Context: an optimization exercise on an open-source flow, tuned for small area, a short achievable clock period and few clock cycles per item. The choices shown serve that exercise and are no tape-out recipe.
In this exercise RTL edits were held to simulation tests only and were not proved equivalent to the original.

==> run X: inputs <==
==> flow/design.v (excerpt) <==
module gyro_quaternion_integrator (
   input  logic               clock,
   input  logic               reset,
   input  logic               req_valid,
   output logic               req_stall,
   input  logic signed [31:0] req_rate_x,
   input  logic signed [31:0] req_rate_y,
   input  logic signed [31:0] req_rate_z,
   input  logic               req_accel_ok,
   input  logic               req_gyro_ok,
   input  logic               req_mag_ok,
   output logic               rsp_valid,
   input  logic               rsp_stall,
   output logic signed [31:0] rsp_quat_w,
   output logic signed [31:0] rsp_quat_x,
   output logic signed [31:0] rsp_quat_y,
   output logic signed [31:0] rsp_quat_z,
   output logic [15:0]        rsp_confidence,
   output logic               rsp_applied,
   input  logic               csr_wr_en,
   input  logic [31:0]        csr_wr_data
);
Settings: LEC_CHECK=0, CAP_MARGIN=20, CORE_MARGIN=2, CORE_UTILIZATION=40, SLEW_MARGIN=20; clock period 12.0 ns.
run.sh (not shown) runs the stock make flow with config.mk's settings and CLKGATE_MAP_FILE= SYNTH_SCRIPT=/design/flow/synth_recipe.tcl, a recipe that flattens the netlist after the stock synthesis.
==> inputs of run D, as changes to run X <==
--- a/flow/design.v
+++ b/flow/design.v
@@ -113,14 +113,34 @@
    end
    always_comb begin
       s[0] = p[0][0] ^ ci;
       for (int i = 1; i < W; i++) s[i] = p[0][i] ^ g[L][i-1];
       co = g[L][W-1];
    end
 endmodule
+module gqi_inc (
+   input  logic [31:0] a,
+   input  logic        ci,
+   output logic [31:0] s
+);
+   logic [31:0] p [6];
+   always_comb begin
+      p[0] = a;
+      for (int l = 0; l < 5; l++) begin
+         for (int i = 0; i < 32; i++) begin
+            if ((i >> l) & 1)
+               p[l+1][i] = p[l][i] & p[l][((i >> l) << l) - 1];
+            else
+               p[l+1][i] = p[l][i];
+         end
+      end
+      s[0] = a[0] ^ ci;
+      for (int i = 1; i < 32; i++) s[i] = a[i] ^ (ci & p[5][i-1]);
+   end
+endmodule
 module gyro_quaternion_integrator (
    input  logic               clock,
    input  logic               reset,
    input  logic               req_valid,
    output logic               req_stall,
    input  logic signed [31:0] req_rate_x,
    input  logic signed [31:0] req_rate_y,
@@ -137,21 +157,27 @@
    output logic [15:0]        rsp_confidence,
    output logic               rsp_applied,
    input  logic               csr_wr_en,
    input  logic [31:0]        csr_wr_data
 );
    localparam int NS = 15;             
    localparam int ND = 16;             
-   localparam logic [2:0] M_IDLE  = 3'd0;
-   localparam logic [2:0] M_ISSUE = 3'd1;
-   localparam logic [2:0] M_WSQ   = 3'd2;
-   localparam logic [2:0] M_SQRT  = 3'd3;
-   localparam logic [2:0] M_DIV   = 3'd4;
-   localparam logic [2:0] M_FIN   = 3'd5;
-   logic [2:0]  m_st;
+   localparam int I_IDLE  = 0;
+   localparam int I_ISSUE = 1;
+   localparam int I_WSQ   = 2;
+   localparam int I_SQRT  = 3;
+   localparam int I_DIV   = 4;
+   localparam int I_FIN   = 5;
+   localparam logic [5:0] M_IDLE  = 6'b1 << I_IDLE;
+   localparam logic [5:0] M_ISSUE = 6'b1 << I_ISSUE;
+   localparam logic [5:0] M_WSQ   = 6'b1 << I_WSQ;
+   localparam logic [5:0] M_SQRT  = 6'b1 << I_SQRT;
+   localparam logic [5:0] M_DIV   = 6'b1 << I_DIV;
+   localparam logic [5:0] M_FIN   = 6'b1 << I_FIN;
+   logic [5:0]  m_st;
    logic [3:0]  icnt;
    logic [3:0]  scnt;
    logic        tiny;
    logic        slot_full, slot_hdone;
    logic [1:0]  hcnt;
    logic [1:0]  skip_cnt;
    logic [31:0] sf;
@@ -222,15 +248,15 @@
          4'd11: begin tab_h = 2'd0; tab_q = 2'd2; tab_n = 1'b1; tab_k = 2'd3; tab_t = 2'd2; end
          default: begin tab_k = icnt[1:0]; end
       endcase
    end
    logic start0;
    logic [3:0][31:0] q_fin;
    assign start0 = slot_full & slot_hdone & (skip_cnt == 2'd0) &
-                   ((m_st == M_IDLE) | ((m_st == M_FIN) & ~rsp_v));
+                   (m_st[I_IDLE] | (m_st[I_FIN] & ~rsp_v));
    logic [6:0] asel, asel_nx;
    function automatic logic [6:0] a_of(input logic [3:0] i);
       case (i)
          4'd0, 4'd3, 4'd8, 4'd11: a_of = 7'b0000001;
          4'd1, 4'd5, 4'd6, 4'd10: a_of = 7'b0000010;
          4'd2, 4'd4, 4'd7, 4'd9:  a_of = 7'b0000100;
          4'd12:                   a_of = 7'b0001000;
@@ -238,49 +264,49 @@
          4'd14:                   a_of = 7'b0100000;
          default:                 a_of = 7'b1000000;
       endcase
    endfunction
    logic [1:0] hcnt_nx;
    logic       issue_nx;
    assign hcnt_nx  = ((take & all_ok) | w3_h[2]) ? 2'd0 : h_issue ? hcnt + 2'd1 : hcnt;
-   assign issue_nx = start0 | ((m_st == M_ISSUE) & (icnt != 4'd15));
+   assign issue_nx = start0 | (m_st[I_ISSUE] & (icnt != 4'd15));
    always_comb begin
       if (issue_nx)
          asel_nx = a_of(start0 ? 4'd1 : icnt + 4'd1);
       else
          asel_nx = (hcnt_nx == 2'd1) ? 7'b0000010 : (hcnt_nx == 2'd2) ? 7'b0000100 : 7'b0000001;
       iss_a = ({32{asel[0]}} & h[0]) | ({32{asel[1]}} & h[1]) | ({32{asel[2]}} & h[2]) |
               ({32{asel[3]}} & n[0]) | ({32{asel[4]}} & n[1]) | ({32{asel[5]}} & n[2]) |
               ({32{asel[6]}} & n[3]);
    end
    always_comb begin
-      h_issue = ((m_st == M_IDLE) | (m_st == M_DIV) | (m_st == M_FIN)) &
+      h_issue = (m_st[I_IDLE] | m_st[I_DIV] | m_st[I_FIN]) &
                 slot_full & ~slot_hdone & (hcnt != 2'd3);
       iss_v   = 1'b0;
       iss_t   = gqi_pkg::T_H;
       iss_x   = 2'd0;
       iss_b   = '0;
       iss_neg = 1'b0;
       iss_cs  = 2'd0;
-      if (m_st == M_ISSUE) begin
+      if (m_st[I_ISSUE]) begin
          iss_v = 1'b1;
          iss_x = tab_k;
          if (!icnt[3] || icnt[3:2] == 2'b10) begin
             iss_b   = 33'($signed(q[tab_q]));
             iss_neg = tab_n;
             iss_t   = (tab_t == 2'd0) ? gqi_pkg::T_QF : (tab_t == 2'd1) ? gqi_pkg::T_QM : gqi_pkg::T_QL;
             iss_cs  = (tab_t == 2'd0) ? 2'd2 : 2'd0;
          end else begin
             iss_b   = 33'($signed(n[icnt[1:0]]));
             iss_t   = (icnt[1:0] == 2'd0) ? gqi_pkg::T_SF : gqi_pkg::T_SM;
          end
       end else if (start0) begin
          iss_v   = 1'b1;
          iss_x   = 2'd0;
-         iss_b   = 33'($signed((m_st == M_FIN) ? q_fin[1] : q[1]));
+         iss_b   = 33'($signed(m_st[I_FIN] ? q_fin[1] : q[1]));
          iss_neg = 1'b1;
          iss_t   = gqi_pkg::T_QF;
          iss_cs  = 2'd2;
       end else if (h_issue) begin
          iss_v = 1'b1;
          iss_x = hcnt;
          iss_b = {1'b0, sf};
@@ -311,29 +337,38 @@
       if (wb_sh > 40'sd2147483647)
          n_sat = 32'sd2147483647;
       else if (wb_sh < -40'sd2147483647)
          n_sat = -32'sd2147483647;
       else
          n_sat = wb_sh[31:0];
    end
-   logic        sq_last;
+   logic        sq_first, sq_last;     
    logic [32:0] sq_rem_nx;
    logic [31:0] sq_root_nx;
    logic [33:0] sq_r3_nx, sq_d3_nx;
    logic [63:0] sq_x_nx;
-   assign sq_last = (scnt == 4'(NS - 1));
+   logic [36:0] sq_t, sq_e1, sq_e2, sq_e3;
+   assign sq_t = {srem, acc[63:60]};
+   gqi_add #(37, 6) u_sq1 (.a(sq_t), .b(~{2'b00, root, 3'b001}), .ci(1'b1), .s(sq_e1), .co());
+   gqi_add #(37, 6) u_sq2 (.a(sq_t), .b(~{1'b0, root, 4'b0100}), .ci(1'b1), .s(sq_e2), .co());
+   gqi_add #(37, 6) u_sq3 (.a(sq_t), .b(~{r3, 3'b001}), .ci(1'b1), .s(sq_e3), .co());
+   logic [31:0] sq_pp, sq_pm_n;
+   logic [31:0] sq_pm;
+   gqi_inc u_pp (.a(r3[31:0]), .ci(1'b1), .s(sq_pp));
+   gqi_inc u_pm (.a(~r3[31:0]), .ci(1'b1), .s(sq_pm_n));
+   assign sq_pm = ~sq_pm_n;
    always_comb begin
       logic [36:0] t, e1, e2, e3;
       logic [33:0] pm, pp;
-      t  = {srem, acc[63:60]};
-      e1 = t - {2'b00, root, 3'b001};
-      e2 = t - {1'b0, root, 4'b0100};
-      e3 = t - {r3, 3'b001};
-      pm = r3 - 34'd1;
-      pp = r3 + 34'd1;
+      t  = sq_t;
+      e1 = sq_e1;
+      e2 = sq_e2;
+      e3 = sq_e3;
+      pm = 34'(sq_pm);
+      pp = 34'(sq_pp);
       sq_x_nx = {acc[59:0], 4'b0000};
       if (!e3[36]) begin
          sq_rem_nx  = e3[32:0];
          sq_root_nx = {root[29:0], 2'd3};
          sq_r3_nx   = {pp[31:0], 2'b10};
          sq_d3_nx   = {pp[31:0], 2'b01};
       end else if (!e2[36]) begin
@@ -370,23 +405,39 @@
          else if (!e2[8]) begin r = e2[4:0]; rt = {rt[1:0], 2'd2}; end
          else if (!e1[8]) begin r = e1[4:0]; rt = {rt[1:0], 2'd1}; end
          else             begin r = t[4:0];  rt = {rt[1:0], 2'd0}; end
       end
       sq0_rem  = r;
       sq0_root = rt;
    end
+   logic [5:0] sq0_r3;
+   always_comb begin
+      case (sq0_root)
+         4'd0:  sq0_r3 = 6'd1;   4'd1:  sq0_r3 = 6'd4;   4'd2:  sq0_r3 = 6'd7;   4'd3:  sq0_r3 = 6'd10;
+         4'd4:  sq0_r3 = 6'd13;  4'd5:  sq0_r3 = 6'd16;  4'd6:  sq0_r3 = 6'd19;  4'd7:  sq0_r3 = 6'd22;
+         4'd8:  sq0_r3 = 6'd25;  4'd9:  sq0_r3 = 6'd28;  4'd10: sq0_r3 = 6'd31;  4'd11: sq0_r3 = 6'd34;
+         4'd12: sq0_r3 = 6'd37;  4'd13: sq0_r3 = 6'd40;  4'd14: sq0_r3 = 6'd43;  default: sq0_r3 = 6'd46;
+      endcase
+   end
    logic [3:0][31:0] dv_rem_nx;
    logic [3:0][31:0] dv_q_nx;
+   logic [3:0][34:0] dv_t, dv_e1, dv_e2, dv_e3;
+   for (genvar k = 0; k < 4; k++) begin : g_dv
+      assign dv_t[k] = {1'b0, rem[k], n[k][31:30]};
+      gqi_add #(35, 6) u_e1 (.a(dv_t[k]), .b(~{3'b000, dvd}), .ci(1'b1), .s(dv_e1[k]), .co());
+      gqi_add #(35, 6) u_e2 (.a(dv_t[k]), .b(~{2'b00, dvd, 1'b0}), .ci(1'b1), .s(dv_e2[k]), .co());
+      gqi_add #(35, 6) u_e3 (.a(dv_t[k]), .b(~{1'b0, dvd3}), .ci(1'b1), .s(dv_e3[k]), .co());
+   end
    always_comb begin
       logic [34:0] t, e1, e2, e3;
       for (int k = 0; k < 4; k++) begin
-         t  = {1'b0, rem[k], n[k][31:30]};
-         e1 = t - {3'b000, dvd};
-         e2 = t - {2'b00, dvd, 1'b0};
-         e3 = t - {1'b0, dvd3};
+         t  = dv_t[k];
+         e1 = dv_e1[k];
+         e2 = dv_e2[k];
+         e3 = dv_e3[k];
          if (!e3[34]) begin
             dv_rem_nx[k] = e3[31:0];
             dv_q_nx[k]   = {n[k][29:0], 2'd3};
          end else if (!e2[34]) begin
             dv_rem_nx[k] = e2[31:0];
             dv_q_nx[k]   = {n[k][29:0], 2'd2};
          end else if (!e1[34]) begin
@@ -397,17 +448,16 @@
             dv_q_nx[k]   = {n[k][29:0], 2'd0};
          end
       end
    end
    logic [31:0] cv_n, cv_abs;
    assign cv_n   = n[scnt[1:0]];
    assign cv_abs = cv_n[31] ? -cv_n : cv_n;
-   always_comb begin
-      for (int k = 0; k < 4; k++)
-         q_fin[k] = ({1'b0, n[k][31:1]} ^ {32{sgn[k]}}) + 32'(n[k][0] ^ sgn[k]);
+   for (genvar k = 0; k < 4; k++) begin : g_fin
+      gqi_inc u_inc (.a({1'b0, n[k][31:1]} ^ {32{sgn[k]}}), .ci(n[k][0] ^ sgn[k]), .s(q_fin[k]));
    end
    always_ff @(posedge clock) begin
       op_a   <= iss_a;
       asel   <= asel_nx;
       op_a3  <= iss_a3;
       op_m1  <= iss_m1;
       op_m2  <= iss_m2;
@@ -432,60 +482,64 @@
       end
       if (v2 && w_wacc) acc <= (w_n != 4'd0) ? 64'd0 : wb_sum;
       wsum <= wb_sum[63:gqi_pkg::H_FRAC];
       w3_n <= v2 ? w_n : 4'd0;
       w3_h <= v2 ? w_h : 3'd0;
       for (int k = 0; k < 3; k++) if (w3_h[k]) h[k] <= h_sat;
       for (int k = 0; k < 4; k++) if (w3_n[k]) n[k] <= n_sat;
-      case (m_st)
-         M_ISSUE: begin
+      case (1'b1)
+         m_st[I_ISSUE]: begin
             icnt <= icnt + 4'd1;
             if (icnt == 4'd15) m_st <= M_WSQ;
          end
-         M_WSQ: begin
+         m_st[I_WSQ]: begin
             if (v2 && t2 == gqi_pkg::T_SM && x2 == 2'd3) begin
                m_st <= M_SQRT;
+               sq_first <= 1'b1;
+               sq_last  <= 1'b0;
                scnt <= '0;
                srem <= '0;
                root <= '0;
                r3   <= 34'd1;
             end
          end
-         M_SQRT: begin
-            if (scnt == 4'd0) begin
+         m_st[I_SQRT]: begin
+            sq_first <= 1'b0;
+            sq_last  <= (scnt == 4'(NS - 2));
+            if (sq_first) begin
                srem <= 33'(sq0_rem);
                root <= 32'(sq0_root);
-               r3   <= 34'(3 * sq0_root + 1);
+               r3   <= 34'(sq0_r3);
                acc  <= {acc[55:0], 8'b0};
             end else begin
                srem <= sq_rem_nx;
                root <= sq_root_nx;
                r3   <= sq_r3_nx;
                acc  <= sq_x_nx;
             end
             scnt <= scnt + 4'd1;
             if (scnt[3:2] == 2'b00) begin
                sgn[scnt[1:0]] <= cv_n[31];
                rem[scnt[1:0]] <= {1'b0, cv_abs[31:1]};
                n[scnt[1:0]]   <= {cv_abs[0], 31'b0};
             end
-            if (scnt == 4'd0) tiny <= (acc < 64'd11529390625);
+            if (sq_first) tiny <= (acc < 64'd11529390625);
             if (sq_last) begin
                scnt <= '0;
                dvd  <= sq_root_nx;
                dvd3 <= sq_d3_nx;
                if (tiny) begin
                   m_st <= M_FIN;
                   for (int k = 0; k < 4; k++) n[k] <= {rem[k][29:0], n[k][31], 1'b0};
                end else begin
                   m_st <= M_DIV;
                end
             end
          end
-         M_DIV: begin
+         m_st[I_DIV]: begin
             rem  <= dv_rem_nx;
             n    <= dv_q_nx;
             scnt <= scnt + 4'd1;
             if (scnt == 4'(ND - 1)) m_st <= M_FIN;
          end
          default: ;
       endcase
@@ -522,30 +576,30 @@
          if (w3_h[2]) slot_hdone <= 1'b1;
          if (take) begin
             if (all_ok) begin
                slot_full  <= 1'b1;
                slot_hdone <= 1'b0;
             end
          end
-         case (m_st)
-            M_IDLE: begin
+         case (1'b1)
+            m_st[I_IDLE]: begin
                if (skip_cnt != 2'd0) begin
                   if (rsp_free) begin
                      rsp_v   <= 1'b1;
                      rsp_app <= 1'b0;
                   end
                end
             end
-            M_ISSUE: begin
+            m_st[I_ISSUE]: begin
                if (icnt == 4'd11) begin
                   slot_full  <= 1'b0;
                   slot_hdone <= 1'b0;
                end
             end
-            M_FIN: begin
+            m_st[I_FIN]: begin
                if (!rsp_v) begin
                   q       <= q_fin;
                   upd     <= 1'b1;
                   rsp_v   <= 1'b1;
                   rsp_app <= 1'b1;
                   m_st    <= M_IDLE;
                end
@@ -553,15 +607,15 @@
             default: ;
          endcase
          if (start0) begin
             m_st <= M_ISSUE;
             icnt <= 4'd1;
          end
          skip_cnt <= skip_cnt + 2'(take & ~all_ok)
-                   - 2'(m_st == M_IDLE && skip_cnt != 2'd0 && rsp_free);
+                   - 2'(m_st[I_IDLE] && skip_cnt != 2'd0 && rsp_free);
       end
    end
    assign rsp_valid      = rsp_v;
    assign rsp_quat_w     = q[0];
    assign rsp_quat_x     = q[1];
    assign rsp_quat_y     = q[2];
    assign rsp_quat_z     = q[3];
SLEW_MARGIN = 75   (was 20)
==> impl_metrics.sql <==
INSERT INTO impl_metrics (metric_group, metric, value, unit) VALUES
('outcome', 'status', 'timing/DRC/antenna clean', ''),
('timing', 'timing.final.crit_period', '5.326', 'ns'),
('logic_synthesis', 'flop_and_latch_count_out_of_synthesis', '1086', ''),
('logic_synthesis', 'synthXorXnorAreaFrac', '9.121', '%'),
('grt', 'antenna_violations_before_repair', '36', '');
# the run above: run D

==> impl_metrics.sql <==
INSERT INTO impl_metrics (metric_group, metric, value, unit) VALUES
('logic_synthesis', 'flop_and_latch_count_out_of_synthesis', '1081', ''),
('outcome', 'status', 'timing/DRC/antenna clean', ''),
('grt', 'antenna_violations_before_repair', '52', ''),
('timing', 'timing.final.crit_period', '6.096', 'ns');
# the run above: run X

Testbench counts of run X, summed over its fixed seeds: cycles 74,660, items 1,600.
Testbench counts of run D, summed over its fixed seeds: cycles 74,660, items 1,600.

==> what the ideal ports hide <==
The flow's constraints put no driver on any port. The routed layouts listed below were extracted and timed again, unchanged, in two steps.
Step 1 sets driving cells, clkbuf_16 on the clock port and buf_2 on the other inputs (assumed; they add their load-dependent delay and slew).
Step 2 times the ports against the registers' clock, not the clock port: input delays grow and output delays shrink by t, the midpoint of the rising clock arrivals with the driver on.
Three values: ideal ports, drivers, drivers and shift; two values: the first two.
| run | t, ns | setup WS [ns] | hold slack, ns |
|---|---|---|---|
| run X | 0.928 | 5.904 / 5.904 / 5.904 | 0.394 / 0.394 / 0.394 |
| run D | 0.948 | 6.674 / 6.674 / 6.674 | 0.364 / 0.364 / 0.364 |
After both steps setup and hold are still met in every run listed.
